From an optimization exercise on the open Yosys and OpenROAD flow, aimed at small area; shortcuts taken in it are not production practice. Only simulation tests tie the RTL to the original design; equivalence was not proved. Power figures rest on the tool's default switching activity, not on a simulated workload.

==> job 827 <==
// execute_mc
module execute_mc #(
  parameter int N      = 64,
  parameter int MUL_EN = 1
) (
  input  logic         clk,
  input  logic         reset,
  input  logic         valid_E,
  input  logic         flush_E,
  input  logic         AluSrc,
  input  logic [3:0]   AluControl,
  input  logic         MulOp,
  input  logic [N-1:0] PC_E,
  input  logic [N-1:0] signImm_E,
  input  logic [N-1:0] readData1_E,
  input  logic [N-1:0] readData2_E,
  output logic         stall_E,
  output logic [N-1:0] PCBranch_M,
  output logic [N-1:0] aluResult_M,
  output logic [N-1:0] writeData_M,
  output logic         zero_M,
  output logic         valid_M
);
==> module execute_mc, before the edit <==
module execute_mc #(
  parameter int N      = 64,
  parameter int MUL_EN = 1
) (
  input  logic         clk,
  input  logic         reset,
  input  logic         valid_E,
  input  logic         flush_E,
  input  logic         AluSrc,
  input  logic [3:0]   AluControl,
  input  logic         MulOp,
  input  logic [N-1:0] PC_E,
  input  logic [N-1:0] signImm_E,
  input  logic [N-1:0] readData1_E,
  input  logic [N-1:0] readData2_E,
  output logic         stall_E,
  output logic [N-1:0] PCBranch_M,
  output logic [N-1:0] aluResult_M,
  output logic [N-1:0] writeData_M,
  output logic         zero_M,
  output logic         valid_M
);
  localparam int W = 8;             
  localparam int C = N / W;         
  logic [2:0]   pc_q;               
  logic [C-1:0] ph_q;               
  logic [4:0]   rnd_q;              
  logic         cq;                 
  logic         kq;                 
  logic         amsb_q;             
  logic [1:0]   pmsb_q;             
  logic         pcq;                
  logic [1:0]   imsb_q;             
  logic         ph0, last, done, mul, pres, sub, d0, d1;
  logic [4:0]   dig;
  logic [C-1:0] bsel;
  logic [W-1:0] a_c, b_c, imm_c, pc_c, alu_b, a2_c, x1, x2, y, s, k, res;
  logic [W:0]   sum, psum;
  function automatic logic [W-1:0] pick(input logic [N-1:0] v, input logic [C-1:0] sel);
    pick = '0;
    for (int i = 0; i < C; i++) pick = pick | (v[i*W +: W] & {W{sel[i]}});
  endfunction
  function automatic logic [W:0] cla(input logic [W-1:0] p, input logic [W-1:0] q,
                                     input logic ci);
    logic [W-1:0] g, t;
    logic [W:0]   c;
    g = p & q;
    t = p ^ q;
    c[0] = ci;
    for (int i = 0; i < W; i += 4) begin
      c[i+1] = g[i]   | (t[i]   & c[i]);
      c[i+2] = g[i+1] | (t[i+1] & g[i]) | (t[i+1] & t[i] & c[i]);
      c[i+3] = g[i+2] | (t[i+2] & g[i+1]) | (t[i+2] & t[i+1] & g[i])
             | (t[i+2] & t[i+1] & t[i] & c[i]);
      c[i+4] = g[i+3] | (t[i+3] & g[i+2]) | (t[i+3] & t[i+2] & g[i+1])
             | (t[i+3] & t[i+2] & t[i+1] & g[i]) | (t[i+3] & t[i+2] & t[i+1] & t[i] & c[i]);
    end
    cla = {c[W], t ^ c[W-1:0]};
  endfunction
  assign ph_q = 8'd1 << pc_q;
  assign ph0  = ph_q[0];
  assign last = ph_q[C-1];
  assign mul  = (MUL_EN != 0) & MulOp;
  assign pres = valid_E & ~flush_E;
  assign done = last & (~mul | (rnd_q == 5'd31));
  assign stall_E = ~done;
  assign dig   = ~rnd_q;            
  assign bsel  = mul ? (8'd1 << dig[4:2]) : ph_q;
  assign a_c   = pick(readData1_E, ph_q);
  assign b_c   = pick(readData2_E, bsel);
  assign imm_c = pick(signImm_E, ph_q);
  assign pc_c  = pick(PC_E, ph_q);
  assign d0    = b_c[{dig[1:0], 1'b0}];
  assign d1    = b_c[{dig[1:0], 1'b1}];
  always_comb begin
    sub   = ~mul & (AluControl == 4'b0110);
    alu_b = AluSrc ? imm_c : b_c;
    a2_c  = {a_c[W-2:0], ph0 ? 1'b0 : amsb_q};
    x1    = a_c & {W{~mul | d0}};
    x2    = a2_c & {W{mul & d1}};
    if (mul) y = (rnd_q == 5'd0) ? '0 : {aluResult_M[W-3:0], ph0 ? 2'b00 : pmsb_q};
    else     y = alu_b ^ {W{sub}};
    s     = x1 ^ x2 ^ y;
    k     = (x1 & x2) | (x1 & y) | (x2 & y);
    sum   = cla(s, {k[W-2:0], ph0 ? 1'b0 : kq}, ph0 ? sub : cq);
    if (mul) res = sum[W-1:0];
    else begin
      case (AluControl)
        4'b0000: res = a_c & alu_b;
        4'b0001: res = a_c | alu_b;
        4'b0010: res = sum[W-1:0];
        4'b0110: res = sum[W-1:0];
        4'b0111: res = alu_b;
        4'b1100: res = ~(a_c | alu_b);
        default: res = '0;
      endcase
    end
    psum = cla(pc_c, {imm_c[W-3:0], ph0 ? 2'b00 : imsb_q}, ph0 ? 1'b0 : pcq);
  end
  always_ff @(posedge clk) begin
    if (reset) begin
      pc_q    <= '0;
      rnd_q   <= '0;
      valid_M <= 1'b0;
    end else begin
      if (pres & ~done) begin
        pc_q  <= pc_q + 3'd1;
        rnd_q <= rnd_q + {4'd0, last};
      end else begin
        pc_q  <= '0;
        rnd_q <= '0;
      end
      valid_M <= pres & done;
    end
  end
  always_ff @(posedge clk) begin
    cq          <= sum[W];
    kq          <= k[W-1];
    amsb_q      <= a_c[W-1];
    pmsb_q      <= aluResult_M[W-1:W-2];
    pcq         <= psum[W];
    imsb_q      <= imm_c[W-1:W-2];
    aluResult_M <= {res, aluResult_M[N-1:W]};
    PCBranch_M  <= {psum[W-1:0], PCBranch_M[N-1:W]};
    writeData_M <= readData2_E;
  end
  assign zero_M = (aluResult_M == '0);
endmodule
==> flow/config.mk <==
export PLATFORM = sky130hd
export DESIGN_NAME = execute_mc
export DESIGN_NICKNAME = execute_mc
export VERILOG_FILES = /design/flow/design.v
export SDC_FILE = /design/flow/constraint.sdc
export NUM_CORES = 4
export LEC_CHECK = 0
export CAP_MARGIN = 20
export CORE_AREA = 2 2 168 148
export DIE_AREA = 0 0 170 150
export SLEW_MARGIN = 20
==> flow/constraint.sdc <==
create_clock -name core_clock -period 7.0 [get_ports {clk}]
set_input_delay 1.4000 -clock core_clock [delete_from_list [all_inputs] [get_ports {clk}]]
set_output_delay 1.4000 -clock core_clock [all_outputs]
set_load 0.01 [all_outputs]
standard.sh (not shown) runs the stock make flow with config.mk's settings and CLKGATE_MAP_FILE= SYNTH_SCRIPT=/design/flow/synth_recipe.tcl, a recipe that flattens the netlist after the stock synthesis.
==> flow/flow/run.sh <==
#!/bin/bash
# The standard layout (standard.sh) with these changes:
#  - synthesis maps the logic with an area-oriented ABC script (flow/abc_area.script, used
#    through ABC_AREA=1 on a copy of ORFS's scripts folder); registers are untouched;
#  - the port buffers are the smallest buffer cell, sky130_fd_sc_hd__buf_1;
#  - clock tree synthesis inserts no dummy loads (CTS_ARGS replaces its arguments).
set -euo pipefail
cd "$(dirname "$0")/.."
W=$PWD
rm -rf "$W/scripts_area"
cp -r "$FLOW_HOME/scripts" "$W/scripts_area"
cp "$W/flow/abc_area.script" "$W/scripts_area/abc_area.script"
export CTS_ARGS="-sink_clustering_enable -repair_clock_nets -sink_clustering_size 20 -sink_clustering_max_diameter 40 -buf_list sky130_fd_sc_hd__clkbuf_8 -dont_use_dummy_load"
export BUFFER_PORTS_ARGS="-buffer_cell sky130_fd_sc_hd__buf_1"
bash standard.sh SCRIPTS_DIR="$W/scripts_area" ABC_AREA=1 finish > standard_flow.log 2>&1
==> flow/flow/abc_area.script <==
strash
&get -n
&fraig -x
&put
scorr
dc2
dretime
strash
&get -n
&dch -f
&nf
&put
topo
stime -c
==> job 5556: changes against job 827 <==
==> flow/design.v (replaced) <==
module execute_mc #(
  parameter int N      = 64,
  parameter int MUL_EN = 1
) (
  input  logic         clk,
  input  logic         reset,
  input  logic         valid_E,
  input  logic         flush_E,
  input  logic         AluSrc,
  input  logic [3:0]   AluControl,
  input  logic         MulOp,
  input  logic [N-1:0] PC_E,
  input  logic [N-1:0] signImm_E,
  input  logic [N-1:0] readData1_E,
  input  logic [N-1:0] readData2_E,
  output logic         stall_E,
  output logic [N-1:0] PCBranch_M,
  output logic [N-1:0] aluResult_M,
  output logic [N-1:0] writeData_M,
  output logic         zero_M,
  output logic         valid_M
);
  localparam int W = 16;            
  localparam int C = N / W;         
  logic [7:0]   cnt_q;              
  logic         carry_q;            
  logic         pcarry_q;           
  logic         pmsb_q;             
  logic [1:0]   imsb_q;             
  logic [1:0]   ph;
  logic [5:0]   rnd;
  logic [5:0]   mbit;
  logic         mul;
  logic         pres, last, done;
  logic [1:0]   bsel;
  logic [W-1:0] a_c, b_c, imm_c, pc_c;
  logic [W-1:0] alu_b, x, y, res;
  logic         sub, cin, b_i;
  logic [W:0]   sum;
  logic [W:0]   psum;
  assign ph   = cnt_q[1:0];
  assign rnd  = cnt_q[7:2];
  assign mbit = ~rnd;               
  assign mul  = (MUL_EN != 0) & MulOp;
  assign pres = valid_E & ~flush_E;
  assign last = (ph == 2'd3);
  assign done = last & (~mul | (rnd == 6'd63));
  assign stall_E = ~done;
  assign bsel  = mul ? mbit[5:4] : ph;
  assign a_c   = readData1_E[ph*W +: W];
  assign b_c   = readData2_E[bsel*W +: W];
  assign imm_c = signImm_E[ph*W +: W];
  assign pc_c  = PC_E[ph*W +: W];
  assign b_i   = b_c[mbit[3:0]];
  function automatic logic [W:0] radd(input logic [W-1:0] p, input logic [W-1:0] q,
                                      input logic ci);
    logic [W-1:0] g, t;
    logic [W:0]   c;
    g = p & q;
    t = p ^ q;
    c[0] = ci;
    for (int k = 0; k < W; k += 4) begin
      c[k+1] = g[k]   | (t[k]   & c[k]);
      c[k+2] = g[k+1] | (t[k+1] & g[k]) | (t[k+1] & t[k] & c[k]);
      c[k+3] = g[k+2] | (t[k+2] & g[k+1]) | (t[k+2] & t[k+1] & g[k])
             | (t[k+2] & t[k+1] & t[k] & c[k]);
      c[k+4] = g[k+3] | (t[k+3] & g[k+2]) | (t[k+3] & t[k+2] & g[k+1])
             | (t[k+3] & t[k+2] & t[k+1] & g[k]) | (t[k+3] & t[k+2] & t[k+1] & t[k] & c[k]);
    end
    radd = {c[W], t ^ c[W-1:0]};
  endfunction
  always_comb begin
    sub   = (AluControl == 4'b0110);
    alu_b = AluSrc ? imm_c : b_c;
    if (mul) begin
      x   = a_c & {W{b_i}};
      y   = (rnd == 6'd0) ? '0 : {aluResult_M[W-2:0], (ph == 2'd0) ? 1'b0 : pmsb_q};
      cin = (ph == 2'd0) ? 1'b0 : carry_q;
    end else begin
      x   = a_c;
      y   = alu_b ^ {W{sub}};
      cin = (ph == 2'd0) ? sub : carry_q;
    end
    sum = radd(x, y, cin);
    if (mul) res = sum[W-1:0];
    else begin
      case (AluControl)
        4'b0000: res = a_c & alu_b;
        4'b0001: res = a_c | alu_b;
        4'b0010: res = sum[W-1:0];
        4'b0110: res = sum[W-1:0];
        4'b0111: res = alu_b;
        4'b1100: res = ~(a_c | alu_b);
        default: res = '0;
      endcase
    end
    psum = radd(pc_c, {imm_c[W-3:0], (ph == 2'd0) ? 2'b00 : imsb_q},
                (ph == 2'd0) ? 1'b0 : pcarry_q);
  end
  always_ff @(posedge clk) begin
    if (reset) begin
      cnt_q   <= '0;
      valid_M <= 1'b0;
    end else begin
      cnt_q   <= (pres & ~done) ? cnt_q + 8'd1 : 8'd0;
      valid_M <= pres & done;
    end
  end
  always_ff @(posedge clk) begin
    carry_q     <= sum[W];
    pcarry_q    <= psum[W];
    pmsb_q      <= aluResult_M[W-1];
    imsb_q      <= imm_c[W-1:W-2];
    aluResult_M <= {res, aluResult_M[N-1:W]};
    PCBranch_M  <= {psum[W-1:0], PCBranch_M[N-1:W]};
    writeData_M <= readData2_E;
  end
  assign zero_M = (aluResult_M == '0);
endmodule
==> flow/flow/run.sh (replaced) <==
#!/bin/bash
# The standard layout (standard.sh) with two changes:
#  - synthesis maps the logic with an area-oriented ABC script (flow/abc_area.script, used
#    through ABC_AREA=1 on a copy of ORFS's scripts folder); registers are untouched;
#  - the port buffers are the smallest buffer cell, sky130_fd_sc_hd__buf_1.
set -euo pipefail
cd "$(dirname "$0")/.."
W=$PWD
rm -rf "$W/scripts_area"
cp -r "$FLOW_HOME/scripts" "$W/scripts_area"
cp "$W/flow/abc_area.script" "$W/scripts_area/abc_area.script"
export BUFFER_PORTS_ARGS="-buffer_cell sky130_fd_sc_hd__buf_1"
bash standard.sh SCRIPTS_DIR="$W/scripts_area" ABC_AREA=1 finish > standard_flow.log 2>&1
==> flow/flow/abc_area.script (replaced) <==
strash
dch
map -a
mfs2
strash
dch
map -a
topo
stime -c
Settings changed: CORE_AREA 2 2 168 148 to unset, CORE_ASPECT_RATIO set to 0.35, CORE_MARGIN set to 2, CORE_UTILIZATION set to 55, CTS_BUF_LIST set to sky130_fd_sc_hd__clkbuf_8, CTS_CLUSTER_SIZE set to 30, DIE_AREA 0 0 170 150 to unset.
==> summary of the runs <==
Between job 827 and job 5556, the lower non-clock buffer count is in job 5556 (gap 2). Job 5556 produced a clean layout. Job 827 passed the timing, DRC and antenna checks. Against job 827, the power of job 5556 is larger by about 14%. Of job 827 and job 5556, job 5556 has the higher combinational power (gap 26%, measured against job 5556). Of job 827 and job 5556, job 5556 has the higher via count (gap about 26%, measured against job 5556).
==> figures <==
Syn_nets: job 5556 1339; job 827 926
Tap cells: job 5556 210; job 827 302
CORE AREA: job 5556 14900 µm²; job 827 23870 µm²
Die Span Y: job 5556 77.86 µm; job 827 150 µm
Status: job 5556 complete, no violations; job 827 complete, no violations
Average footprint of a synthesized cell: job 5556 8.314 µm²; job 827 11.53 µm²
Final cycle utilization of the critical path: job 5556 0.9244; job 827 0.8237
Sequential cell count of the final layout: job 5556 206; job 827 209
Clkbuf count: job 5556 30; job 827 26
Routed wirelength normalized by instance count: job 5556 20.32 µm; job 827 22.83 µm

==> re-timing with driven ports <==
In the flow no input, the clock included, has a driving cell. The finished layouts below were timed again as built, in two steps.
Step 1 sets driving cells, clkbuf_16 on the clock port and buf_2 on the other inputs (assumed; they add their load-dependent delay and slew).
Step 2, shift: input delay + t, output delay - t, t = (earliest + latest rising clock arrival at the registers) / 2. This alone moves slack from input paths to output paths.
a / b / c = ideal ports / drivers / drivers and shift; a / b = the first two.
| run | shift t [ns] | setup slack, ns | worst data-port slew with drivers (ns) |
|---|---|---|---|
| job 827 | 0.564 | 1.234 / 1.202 / 0.638 | 0.07 |
| job 5556 | 0.610 | 0.529 / 0.477 / -0.133 | 0.09 |
With both steps, setup timing fails in job 5556, where it was met with ideal ports. For job 5556, which loses most, drivers alone change the setup slack by -0.052 ns; drivers and shift together by -0.662 ns.
